Source: an optimization exercise on an open RTL-to-GDS flow (aim: small area, a short achievable clock period and few clock cycles per item). Production flows keep margins and buffers that such runs may drop. Function was not checked in any run shown here: the RTL went through the layout flow alone. Power and IR drop assume default switching activity.

File: design/flow/run.sh
#!/bin/bash
# synth_recipe.tcl (not shown) runs the flow's synth.tcl, then flattens the netlist and writes it again
# the make line also repeats each setting of config.mk as NAME=value (left out here)
make -C /OpenROAD-flow-scripts/flow DESIGN_CONFIG=/design/flow/config.mk WORK_HOME=/design/flow/orfs CLKGATE_MAP_FILE= SYNTH_SCRIPT=/design/flow/synth_recipe.tcl finish
File: design/flow/config.mk
export PLATFORM = sky130hd
export DESIGN_NAME = conv_top
export DESIGN_NICKNAME = conv_top
export VERILOG_FILES = /design/flow/design.v
export SDC_FILE = /design/flow/constraint.sdc
export NUM_CORES = 4
export LEC_CHECK = 0
export ABC_CLOCK_PERIOD_IN_PS = 3000
export CAP_MARGIN = 20
export CORE_MARGIN = 2
export CORE_UTILIZATION = 40
export SLEW_MARGIN = 20
File: design/flow/constraint.sdc
create_clock -name core_clock -period 11.5 [get_ports {clk}]
set_input_delay 2.3000 -clock core_clock [delete_from_list [all_inputs] [get_ports {clk}]]
set_output_delay 2.3000 -clock core_clock [all_outputs]
set_load 0.01 [all_outputs]
File: design/flow/design.v
`timescale 1ns/1ns
`default_nettype none
module conv_top
(
    input  logic        clk,
    input  logic        rst,
    input  logic        start,
    input  logic [19:0] cfg_weight_base,
    input  logic [19:0] cfg_bias_base,
    input  logic [19:0] cfg_data_base,
    input  logic [19:0] cfg_result_base,
    input  logic [9:0]  cfg_rownum,
    input  logic [9:0]  cfg_columnnum,
    input  logic [9:0]  cfg_filternum,
    input  logic [7:0]  mem_rdata,
    output logic        mem_en,
    output logic        mem_we,
    output logic [19:0] mem_addr,
    output logic [7:0]  mem_wdata,
    output logic        conv_finish
);
    localparam logic [1:0] PH_LOAD  = 2'd0;
    localparam logic [1:0] PH_DATA  = 2'd1;
    localparam logic [1:0] PH_DRAIN = 2'd2;
    logic        busy;
    logic [1:0]  phase;
    logic [3:0]  tapcnt;
    logic [19:0] wptr;
    logic [19:0] bptr;
    logic [19:0] rptr;
    logic [19:0] db;
    logic [19:0] cp;           
    logic [9:0]  nrows;
    logic [9:0]  ncols;
    logic [9:0]  rowcnt;       
    logic [9:0]  colcnt;       
    logic [9:0]  filtcnt;      
    logic [1:0]  wrow;         
    logic        rfirst;
    logic        cfirst;
    logic        en_q;
    logic        we_q;
    logic [19:0] addr_q;
    logic [7:0]  wdata_q;
    logic [7:0]  tg0, tg1, tg2, tg3;
    logic        t4_emit_a, t4_emit_b, t4_runlast;
    logic        t5_emit_b, t5_runlast;
    logic        t6_runlast;
    logic        write_due;
    logic        rlast;
    logic        clast;
    logic        flast;
    logic        rd_first;
    logic        rd_last;
    logic [19:0] off;
    logic        off_cin;
    logic [19:0] data_addr;
    logic [7:0]  tag_d;
    assign write_due = t4_emit_a || t5_emit_b;
    assign rlast     = (rowcnt == 10'd1);
    assign clast     = (colcnt == 10'd1);
    assign flast     = (filtcnt == 10'd1);
    assign rd_first  = (wrow == (rfirst ? 2'd1 : 2'd0));
    assign rd_last   = (wrow == (rlast ? 2'd1 : 2'd2));
    always_comb
    begin
        case (wrow)
            2'd0:    begin off = ~{10'd0, ncols}; off_cin = 1'b1; end
            2'd2:    begin off =  {10'd0, ncols}; off_cin = 1'b0; end
            default: begin off = 20'd0;           off_cin = 1'b0; end
        endcase
    end
    assign data_addr = cp + off + {19'd0, off_cin};
    always_comb
    begin
        tag_d = 8'd0;
        if (busy && !write_due)
        begin
            if (phase == PH_LOAD)
                tag_d = {1'b1, 2'd3, 5'd0};
            else if (phase == PH_DATA)
                tag_d = {1'b1, wrow, rd_first, rd_first && cfirst,
                         rd_last && !cfirst, rd_last && clast,
                         rd_last && clast && rlast && flast};
        end
    end
    always_ff @(posedge clk)
    begin
        if (rst)
        begin
            busy    <= 1'b0;
            phase   <= PH_LOAD;
            en_q    <= 1'b0;
            we_q    <= 1'b0;
            tg0     <= 8'd0;
        end
        else
        begin
            tg0  <= tag_d;
            en_q <= 1'b0;
            we_q <= 1'b0;
            if (!busy)
            begin
                if (start)
                begin
                    busy    <= 1'b1;
                    phase   <= PH_LOAD;
                end
            end
            else if (write_due)
            begin
                en_q <= 1'b1;
                we_q <= 1'b1;
            end
            else if (phase == PH_LOAD)
            begin
                en_q <= 1'b1;
                if (tapcnt == 4'd9)
                    phase <= PH_DATA;
            end
            else if (phase == PH_DATA)
            begin
                en_q <= 1'b1;
                if (rd_last && clast && rlast)
                    phase <= flast ? PH_DRAIN : PH_LOAD;
            end
            if (t6_runlast)
                busy <= 1'b0;
        end
    end
    always_ff @(posedge clk)
    begin
        if (!busy)
        begin
            wptr    <= cfg_weight_base;
            bptr    <= cfg_bias_base;
            db      <= cfg_data_base;
            rptr    <= cfg_result_base;
            nrows   <= cfg_rownum;
            ncols   <= cfg_columnnum;
            filtcnt <= cfg_filternum;
            tapcnt  <= 4'd0;
        end
        else if (write_due)
        begin
            addr_q <= rptr;
            rptr   <= rptr + 20'd1;
        end
        else if (phase == PH_LOAD)
        begin
            if (tapcnt == 4'd9)
            begin
                addr_q <= bptr;
                bptr   <= bptr + 20'd1;
                tapcnt <= 4'd0;
                cp     <= db;
                rowcnt <= nrows;
                colcnt <= ncols;
                rfirst <= 1'b1;
                cfirst <= 1'b1;
                wrow   <= 2'd1;
            end
            else
            begin
                addr_q <= wptr;
                wptr   <= wptr + 20'd1;
                tapcnt <= tapcnt + 4'd1;
            end
        end
        else if (phase == PH_DATA)
        begin
            addr_q <= data_addr;
            if (!rd_last)
                wrow <= wrow + 2'd1;
            else
            begin
                cp     <= cp + 20'd1;
                cfirst <= 1'b0;
                wrow   <= rfirst ? 2'd1 : 2'd0;
                colcnt <= colcnt - 10'd1;
                if (clast)
                begin
                    colcnt <= ncols;
                    cfirst <= 1'b1;
                    rowcnt <= rowcnt - 10'd1;
                    rfirst <= 1'b0;
                    wrow   <= 2'd0;
                    if (rlast)
                        filtcnt <= filtcnt - 10'd1;
                end
            end
        end
    end
    assign mem_en    = en_q;
    assign mem_we    = we_q;
    assign mem_addr  = addr_q;
    assign mem_wdata = wdata_q;
    always_ff @(posedge clk)
    begin
        if (rst)
        begin
            tg1         <= 8'd0;
            tg2         <= 8'd0;
            tg3         <= 8'd0;
            t4_emit_a   <= 1'b0;
            t4_emit_b   <= 1'b0;
            t4_runlast  <= 1'b0;
            t5_emit_b   <= 1'b0;
            t5_runlast  <= 1'b0;
            t6_runlast  <= 1'b0;
            conv_finish <= 1'b0;
        end
        else
        begin
            tg1         <= tg0;
            tg2         <= tg1;
            tg3         <= tg2;
            t4_emit_a   <= tg3[7] && tg3[2];
            t4_emit_b   <= tg3[7] && tg3[1];
            t4_runlast  <= tg3[7] && tg3[0];
            t5_emit_b   <= t4_emit_b;
            t5_runlast  <= t4_runlast;
            t6_runlast  <= t5_runlast;
            conv_finish <= t6_runlast;
        end
    end
    function automatic logic [18:0] mac(input logic [18:0] acc,
                                        input logic [7:0]  x,
                                        input logic [7:0]  w);
        logic [8:0]  xe;
        logic [8:0]  mag;
        logic [3:0][8:0] pp;
        logic [3:0]  neg;
        logic        one;
        logic        two;
        logic [18:0] r0, r1, r2, r3, rk;
        logic [18:0] s1, c1, s2, c2, s3, c3, s4, c4;
        xe = {x, 1'b0};
        for (int k = 0; k < 4; k++)
        begin
            one    = xe[2*k+1] ^ xe[2*k];
            two    = (xe[2*k+2] && !xe[2*k+1] && !xe[2*k])
                  || (!xe[2*k+2] && xe[2*k+1] && xe[2*k]);
            neg[k] = xe[2*k+2];
            mag    = one ? {w[7], w} : (two ? {w, 1'b0} : 9'd0);
            pp[k]  = neg[k] ? ~mag : mag;
        end
        r0 = {10'd0, ~pp[0][8], pp[0][7:0]};
        r1 = { 8'd0, ~pp[1][8], pp[1][7:0], 1'b0, neg[0]};
        r2 = { 6'd0, ~pp[2][8], pp[2][7:0], 1'b0, neg[1], 2'd0};
        r3 = { 4'd0, ~pp[3][8], pp[3][7:0], 1'b0, neg[2], 4'd0};
        rk = 19'h7AB00 | {12'd0, neg[3], 6'd0};
        s1 = acc ^ rk ^ r0;
        c1 = ((acc & rk) | (acc & r0) | (rk & r0)) << 1;
        s2 = r1 ^ r2 ^ r3;
        c2 = ((r1 & r2) | (r1 & r3) | (r2 & r3)) << 1;
        s3 = s1 ^ c1 ^ s2;
        c3 = ((s1 & c1) | (s1 & s2) | (c1 & s2)) << 1;
        s4 = s3 ^ c3 ^ c2;
        c4 = ((s3 & c3) | (s3 & c2) | (c3 & c2)) << 1;
        mac = s4 + c4;
    endfunction
    logic [7:0]         pix;
    logic [9:0][7:0]    wreg;          
    logic [7:0]         w_a, w_b, w_d;
    logic               m_data;
    logic               m_first;
    logic               m_initrow;
    logic [7:0]         x;
    logic [18:0]        src_a, src_b, src_d;
    logic [18:0]        sum_a, sum_b, sum_d;
    logic [18:0]        acc_a;
    logic [17:0]        acc_b;
    logic [16:0]        acc_d;
    logic [18:0]        bias_x;
    logic [7:0]         out_b;
    logic [7:0]         sat_a;
    logic [7:0]         sat_b;
    always_ff @(posedge clk)
        pix <= mem_rdata;
    always_ff @(posedge clk)
    begin
        if (tg3[7] && tg3[6:5] == 2'd3)
        begin
            for (int k = 0; k < 9; k++)
                wreg[k] <= wreg[k+1];
            wreg[9] <= pix;
        end
    end
    always_comb
    begin
        case (tg3[6:5])
            2'd0:    begin w_d = wreg[0]; w_b = wreg[1]; w_a = wreg[2]; end
            2'd1:    begin w_d = wreg[3]; w_b = wreg[4]; w_a = wreg[5]; end
            default: begin w_d = wreg[6]; w_b = wreg[7]; w_a = wreg[8]; end
        endcase
    end
    assign m_data    = tg3[7] && (tg3[6:5] != 2'd3);
    assign m_first   = m_data && tg3[4];
    assign m_initrow = tg3[3];
    assign x         = m_data ? pix : 8'd0;
    assign bias_x    = {{11{wreg[9][7]}}, wreg[9]};
    assign src_a = m_first ? {acc_b[17], acc_b} : acc_a;
    assign src_b = m_first ? (m_initrow ? bias_x : {{2{acc_d[16]}}, acc_d})
                           : {acc_b[17], acc_b};
    assign src_d = m_first ? bias_x : {{2{acc_d[16]}}, acc_d};
    assign sum_a = mac(src_a, x, w_a);
    assign sum_b = mac(src_b, x, w_b);
    assign sum_d = mac(src_d, x, w_d);
    always_ff @(posedge clk)
    begin
        acc_a <= sum_a;
        acc_b <= sum_b[17:0];
        acc_d <= sum_d[16:0];
    end
    assign sat_a = acc_a[18] ? 8'd0 : ((|acc_a[17:11]) ? 8'd127 : {1'b0, acc_a[10:4]});
    assign sat_b = acc_b[17] ? 8'd0 : ((|acc_b[16:11]) ? 8'd127 : {1'b0, acc_b[10:4]});
    always_ff @(posedge clk)
    begin
        if (t4_emit_b)
            out_b <= sat_b;
        wdata_q <= t4_emit_a ? sat_a : out_b;
    end
endmodule
`default_nettype wire
==> qor.yml, run 1 <==
synth_nets: 3171
ys_ff_latch: 378
htree_levels: 2
grt_overflow: 0
synth.distinct_cells: 77
critical_path_buf_inv_count: 2
holdBufCountCts: 0
crit_family: "compound AO/OA/AOI/OAI gates"
rows: 94
fp.dieH_um: 260.5
tightest_slew_ns: 1.092
grt_pass1_vias: 20332
drc: 0
status: "no timing/DRC/antenna violations"
reg2reg_depth: 19
ctsResizeCount: 0
vias: 20875
cts_tree: "built"
reg2reg_slack_ns: 5.18
antenna_found_initial: 1
track_usage_pct: 20.71
rr_endpoint: "acc_d[16]$_DFF_P_"
fmax_mhz: 158.3
yosysMostFrequentCell: "nand2_1"
synth_xor_area_share_pct: 6.225
finalHoldViolCount: 0
crit_path_max_incr_delay_ns: 0.77
dp.cells: 3685
syn_inst: 2823
worstSetupEndpointType: "flip-flop"
holdPathStages: 1
fin_ws_ns: 5.183
crit_start: "tg3[5]$_SDFF_PP0_"
drtIter0Drc: 1806
finalNonFillerCells: 3772
synth-async-reset-ratio_pct: 0
whs_ns: 0.4251
hpwl_um: 50190
skew_ns: 0.05052
startpoint_type: "flip-flop"
fin_setup_tns_ns: 0
yosysSeqAreaShare_pct: 38.69
post-route-period-util_pct: 54.93
nFillCells: 6317
insertion_delay_ns: 0.61
yosys.area.top_type_share_pct: 29.79
area_delta_synth_final_pct: 13.94
cpMaxStageDelayCell: "mux2i_2"
cts_num_sinks: 378
relSlewSlack_pct: 27.17
drive_gt1_share_pct: 6.364
arrival_ns: 6.80
rsz0062_at_grt: "no"
min_from: "tg3[0]$_SDFF_PP0_"
synthAdderAreaFrac_pct: 15.15
grt_pass1_wl_um: 111500
yosys_warnings: 1
cts_root_buf: "clkbuf_16"
die_x_um: 260.5
ioPinCount: 152
synth-edff-count: 261
crit_type: "flip-flop to flip-flop"
synth_compound_area_share_pct: 16.33
drtPass1Iterations: 6
cpMostUsedCell: "fa_1"
avgSynthCellArea_um2: 9.320
synthTopCellsByCount: "nand2_1, edfxtp_1, nor2_1"
nets: 3217
layout_min_cycle_time_ns: 6.317
drv_cap: 0
portBuffers: 150
setup_viol: 0
drv_slew: 0
holdPathEnd: "t4_runlast$_SDFF_PP0_"
clk_pin_slew_ns: 0.06
gp_congestion: 0.8836
path_max_fanout: 26
p_per_area_mw_per_mm2: 162.4
path_cells: "buf_4 > mux2_2 > mux2i_2 > nor2_1 > a221oi_1 > a21oi_1 > o21ai_0 > fa_1 > fa_1 > inv_1 > fa_1 > ha_1 > and3_1 > a221oi_1 > a21oi_1 > o21a_1 > o21ai_0 > a31oi_1 > xnor2_1"
post_cts_buffers: 0
die_area_mm2: 0.06785
ys.flop_type: "edfxtp_1"
cp.required_ns: 11.98
ant_nets: 0
cts_made_buffers: 46
hold_class: "flip-flop to flip-flop"
ir_worst_vdd_v: 0.0001280
synth_top_family_by_area: "compound AO/OA/AOI/OAI gates"
yosysTopAreaCell: "edfxtp_1"
r2r-start: "tg3[5]$_SDFF_PP0_"
synthSimpleGateAreaFrac_pct: 14.04
post_drt_wl_per_cell_um: 18.75
cts_buffer_depth: 3
p_leak_nw: 11.61
drt-total-wl_um: 70720
yosys-top-cells-area: "edfxtp_1, dfxtp_1, ha_1"
grt_max_degree: 98
synthesis.area_mm2: 0.02631
vias_per_cell: 5.534
start_util_pct: 40.24
core_area_mm2: 0.06539
post-place-ws_ns: 5.197
synthMuxAreaShare_pct: 3.823
-- flip-flops by register name, summed over array words and instances (netlist names), 17 cells and up --
register and flops:
addr_q 20, acc_d 17, bptr 20, cp 20
rptr 20, acc_b 18, wptr 20, acc_a 19
db 20, wreg 80
-- power by group --
group | switching [mW] | internal (mW)
clock | 0.613 | 0.842
combinational | 0.902 | 0.747
sequential | 0.129 | 1.63
total | 1.64 | 3.22
-- layout by cell type (no fill, tap or decap), types with 21 or more instances in the layout --
master           count
nand2b_1            32
o21ai_0            174
clkbuf_16           47
nor2b_1             42
and3_1              30
nor2_1             256
nand3_1             56
a21oi_1            226
a221oi_1            46
mux2_2              35
edfxtp_1           261
fa_1                86
nor3_1              31
maj3_1              50
inv_1              184
xnor2_1            109
a211oi_1            39
a21o_1              21
buf_4               39
dfxtp_1            108
ha_1               141
nand2_1            300
clkdlybuf4s50_1    150
xor2_1              78
mux2i_1             57
-- how the worst max path moves through the flow --
stage | cells after the start | end | slack [ns]
after floorplan | 21 | acc_d[14]$_DFF_P_ | 6.40
after global placement | 19 | acc_d[16]$_DFF_P_ | 5.38
after detailed placement | 20 | acc_d[16]$_DFF_P_ | 5.20
after CTS | 20 | acc_d[16]$_DFF_P_ | 5.18
after global routing | 19 | acc_d[16]$_DFF_P_ | 4.58
final | 19 | acc_d[16]$_DFF_P_ | 5.18
-- metal layers --
layer / part of all wire [%] / GRT usage, % / vias up
met3: 4.9 / 2.642 / 145
met5: 0 / 0 / -
met2: 49 / 35.73 / 583
met1: 43 / 26.26 / 10086
li1: - / - / 10061
met4: 3.8 / 8.333 / 0
-- area by class of cell --
class	count	area [um2]	area share, %
Timing Repair Buffer	189	1794	5.985
Tap cell	864	1081	3.606
Multi-Input combinational cell	2065	14690	48.99
Inverter	189	710.7	2.371
Sequential cell	378	10200	34.02
Clock buffer	62	1252	4.178
Antenna cell	1	2.502	0.008347
Clock inverter	24	252.7	0.8430
-- cell families after synthesis --
family                   Yosys count
AO/OA/AOI/OAI                    685
XOR/XNOR                         187
adder cells (fa/ha/maj)          277
buffers and inverters            380
flip-flops                       378
multiplexers                      95
other                              1
AND/OR/NAND/NOR                  820
-- stage by stage --
step / utilization [%] / instance area, um2 / total power [mW]
finish: 45.85 / 29980 / 4.867
global route: 45.85 / 29980 / 5.220
CTS: 45.81 / 29960 / 4.909
detailed placement: 43.51 / 28450 / 3.433
global placement: 43.51 / 28450 / 3.379
floorplan: - / 26310 / 3.026
==> run 2, diff against run 1 <==
--- a/design/flow/config.mk
+++ b/design/flow/config.mk
@@ -7,3 +7,2 @@
 export LEC_CHECK = 0
-export ABC_CLOCK_PERIOD_IN_PS = 3000
 export CAP_MARGIN = 20
==> qor.yml, run 2 <==
clk_pin_slew_ns: 0.06  # about the same
utilization_pct: 45.85  # unchanged
gp_congestion: 0.8836  # unchanged
yosys-top-cells-area: "edfxtp_1, dfxtp_1, ha_1"
fin_setup_tns_ns: 0  # unchanged
start_util_pct: 40.24  # unchanged
ioPinCount: 152  # unchanged
largest_register: "wreg"
grt_max_degree: 98  # unchanged
finalPower_mw: 4.867  # unchanged
drive_gt1_share_pct: 6.364  # unchanged
fmax_mhz: 158.3  # unchanged
fp.dieH_um: 260.5  # unchanged
drv_slew: 0  # unchanged
drtIter0Drc: 1806  # unchanged
area_delta_synth_final_pct: 13.94  # unchanged
hold_class: "flip-flop to flip-flop"
dp.cells: 3685  # unchanged
die_area_mm2: 0.06785  # unchanged
synthAdderAreaFrac_pct: 15.15  # unchanged
rsz0062_at_grt: "no"
relSlewSlack_pct: 27.17  # unchanged
post-route-period-util_pct: 54.93  # unchanged
crit_type: "flip-flop to flip-flop"
avgSynthCellArea_um2: 9.320  # unchanged
yosys.area.top_type_share_pct: 29.79  # unchanged
largest_reg_flops: 80  # unchanged
nets: 3217  # unchanged
synth_xor_area_share_pct: 6.225  # unchanged
cpMostUsedCell: "fa_1"
critical_path_buf_inv_count: 2  # unchanged
cts_root_buf: "clkbuf_16"
layout_common_cells: "nand2_1, edfxtp_1, nor2_1"
layout_min_cycle_time_ns: 6.317  # unchanged
arrival_ns: 6.80  # about the same
insertion_delay_ns: 0.61  # about the same
path_cells: "buf_4 > mux2_2 > mux2i_2 > nor2_1 > a221oi_1 > a21oi_1 > o21ai_0 > fa_1 > fa_1 > inv_1 > fa_1 > ha_1 > and3_1 > a221oi_1 > a21oi_1 > o21a_1 > o21ai_0 > a31oi_1 > xnor2_1"
ant_nets: 0  # unchanged
drc: 0  # unchanged
yosys_warnings: 1  # unchanged
r2r-start: "tg3[5]$_SDFF_PP0_"
track_usage_pct: 20.71  # unchanged
vias: 20875  # unchanged
post_drt_wl_per_cell_um: 18.75  # unchanged
grt_overflow: 0  # unchanged
synthMuxAreaShare_pct: 3.823  # unchanged
grt_pass1_wl_um: 111500  # unchanged
yosysTopAreaCell: "edfxtp_1"
htree_levels: 2  # unchanged
ys.flop_type: "edfxtp_1"
path_max_fanout: 26  # unchanged
ir_worst_vdd_v: 0.0001280  # unchanged
skew_ns: 0.05052  # unchanged
finalHoldViolCount: 0  # unchanged
synth_compound_area_share_pct: 16.33  # unchanged
holdBufCountCts: 0  # unchanged
synthesis.area_mm2: 0.02631  # unchanged
core_area_mm2: 0.06539  # unchanged
worstSetupEndpointType: "flip-flop"
drt-total-wl_um: 70720  # unchanged
min_from: "tg3[0]$_SDFF_PP0_"
startpoint_type: "flip-flop"
setup_viol: 0  # unchanged
p_per_area_mw_per_mm2: 162.4  # unchanged
crit_start: "tg3[5]$_SDFF_PP0_"
drv_cap: 0  # unchanged
synthTopCellsByCount: "nand2_1, edfxtp_1, nor2_1"
rows: 94  # unchanged
crit_family: "compound AO/OA/AOI/OAI gates"
vias_per_cell: 5.534  # unchanged
die_x_um: 260.5  # unchanged
hpwl_um: 50190  # unchanged
yosysMostFrequentCell: "nand2_1"
status: "no timing/DRC/antenna violations"
cp.required_ns: 11.98  # about the same
antenna_found_initial: 1  # unchanged
finalNonFillerCells: 3772  # unchanged
p_leak_nw: 11.61  # unchanged
drtPass1Iterations: 6  # unchanged
synthSimpleGateAreaFrac_pct: 14.04  # unchanged
synth.distinct_cells: 77  # unchanged
cts_buffer_depth: 3  # unchanged
synth-async-reset-ratio_pct: 0  # unchanged
cpMaxStageDelayCell: "mux2i_2"
post_cts_buffers: 0  # unchanged
cts_made_buffers: 46  # unchanged
synth_nets: 3171  # unchanged
cts_num_sinks: 378  # unchanged
ys_ff_latch: 378  # unchanged
crit_path_max_incr_delay_ns: 0.77  # about the same
yosysSeqAreaShare_pct: 38.69  # unchanged
ctsResizeCount: 0  # unchanged
final_common_cell: "nand2_1"
syn_inst: 2823  # unchanged
portBuffers: 150  # unchanged
cts_tree: "built"
synth_top_family_by_area: "compound AO/OA/AOI/OAI gates"
synth-edff-count: 261  # unchanged
grt_pass1_vias: 20332  # unchanged
tightest_slew_ns: 1.092  # unchanged
run 2: through the flow:
stage	hold WS, ns	instance area (um2)	setup slack [ns]
2_1_floorplan	0.3895	26310	6.399
6_report	0.4251	29980	5.183
4_1_cts	0.4263	29960	5.181
3_5_place_dp	0.4121	28450	5.197
5_1_grt	0.4471	29980	4.578
3_3_place_gp	0.4164	28450	5.383
run 2: worst paths after layout:
| check | slack, ns | end | cells past startpoint |
|---|---|---|---|
| worst max-delay path | 5.18 | acc_d[16]$_DFF_P_ | 19 |
| worst min-delay path | 0.43 | t4_runlast$_SDFF_PP0_ | 1 |
| worst max register to register | 5.18 | acc_d[16]$_DFF_P_ | 19 |
| worst min register to register | 0.43 | t4_runlast$_SDFF_PP0_ | 1 |
run 2: cell type report:
type / instances / area (um2)
Clock inverter: 24 / 252.7
Sequential cell: 378 / 10200
Tap cell: 864 / 1081
Timing Repair Buffer: 189 / 1794
Inverter: 189 / 710.7
Clock buffer: 62 / 1252
Multi-Input combinational cell: 2065 / 14690
Fill cell: 6317 / 35410
Antenna cell: 1 / 2.502
run 2: kinds of logic after synthesis:
| kind of cell | count (synthesis) |
|---|---|
| AO/OA/AOI/OAI | 685 |
| buffers and inverters | 380 |
| adder cells (fa/ha/maj) | 277 |
| multiplexers | 95 |
| flip-flops | 378 |
| AND/OR/NAND/NOR | 820 |
| other | 1 |
| XOR/XNOR | 187 |
run 2: metal layers:
metal	vias up	track usage, %	routed length (um)
met5	-	0	0
met4	0	8.333	2704
met3	145	2.642	3472
met2	583	35.73	34430
met1	10086	26.26	30110
li1	10061	-	-
run 2: power by group:
group	internal [mW]	total [mW]	switching, mW	leakage (nW)
Combinational	0.747	1.65	0.902	7.43
Sequential	1.63	1.76	0.129	3.44
Clock	0.842	1.46	0.613	0.738
Total	3.22	4.87	1.64	11.6

-- port drivers added, routing unchanged --
How much do the figures lean on ideal ports? The routed layouts below were timed once more, with nothing changed but the port constraints.
Step 1, drivers: a clkbuf_16 drives clk and a buf_2 each remaining input, both assumed.
Step 2 also shifts input and output timing later by t, the mid clock arrival at the registers, as if the neighbouring blocks saw the same clock.
Slacks: ideal ports / drivers / drivers and shift; pairs: ideal ports / drivers.
run	t, ns	setup WS [ns]	clock arrival spread, ns	worst slew at a driven data input, ns	pins driven straight from the clock port
run 1	0.645	5.183 / 5.183 / 5.183	0.054 / 0.053	0.07	1
run 2	0.645	5.183 / 5.183 / 5.183	0.054 / 0.053	0.07	1
After both steps every run listed still meets setup and hold.
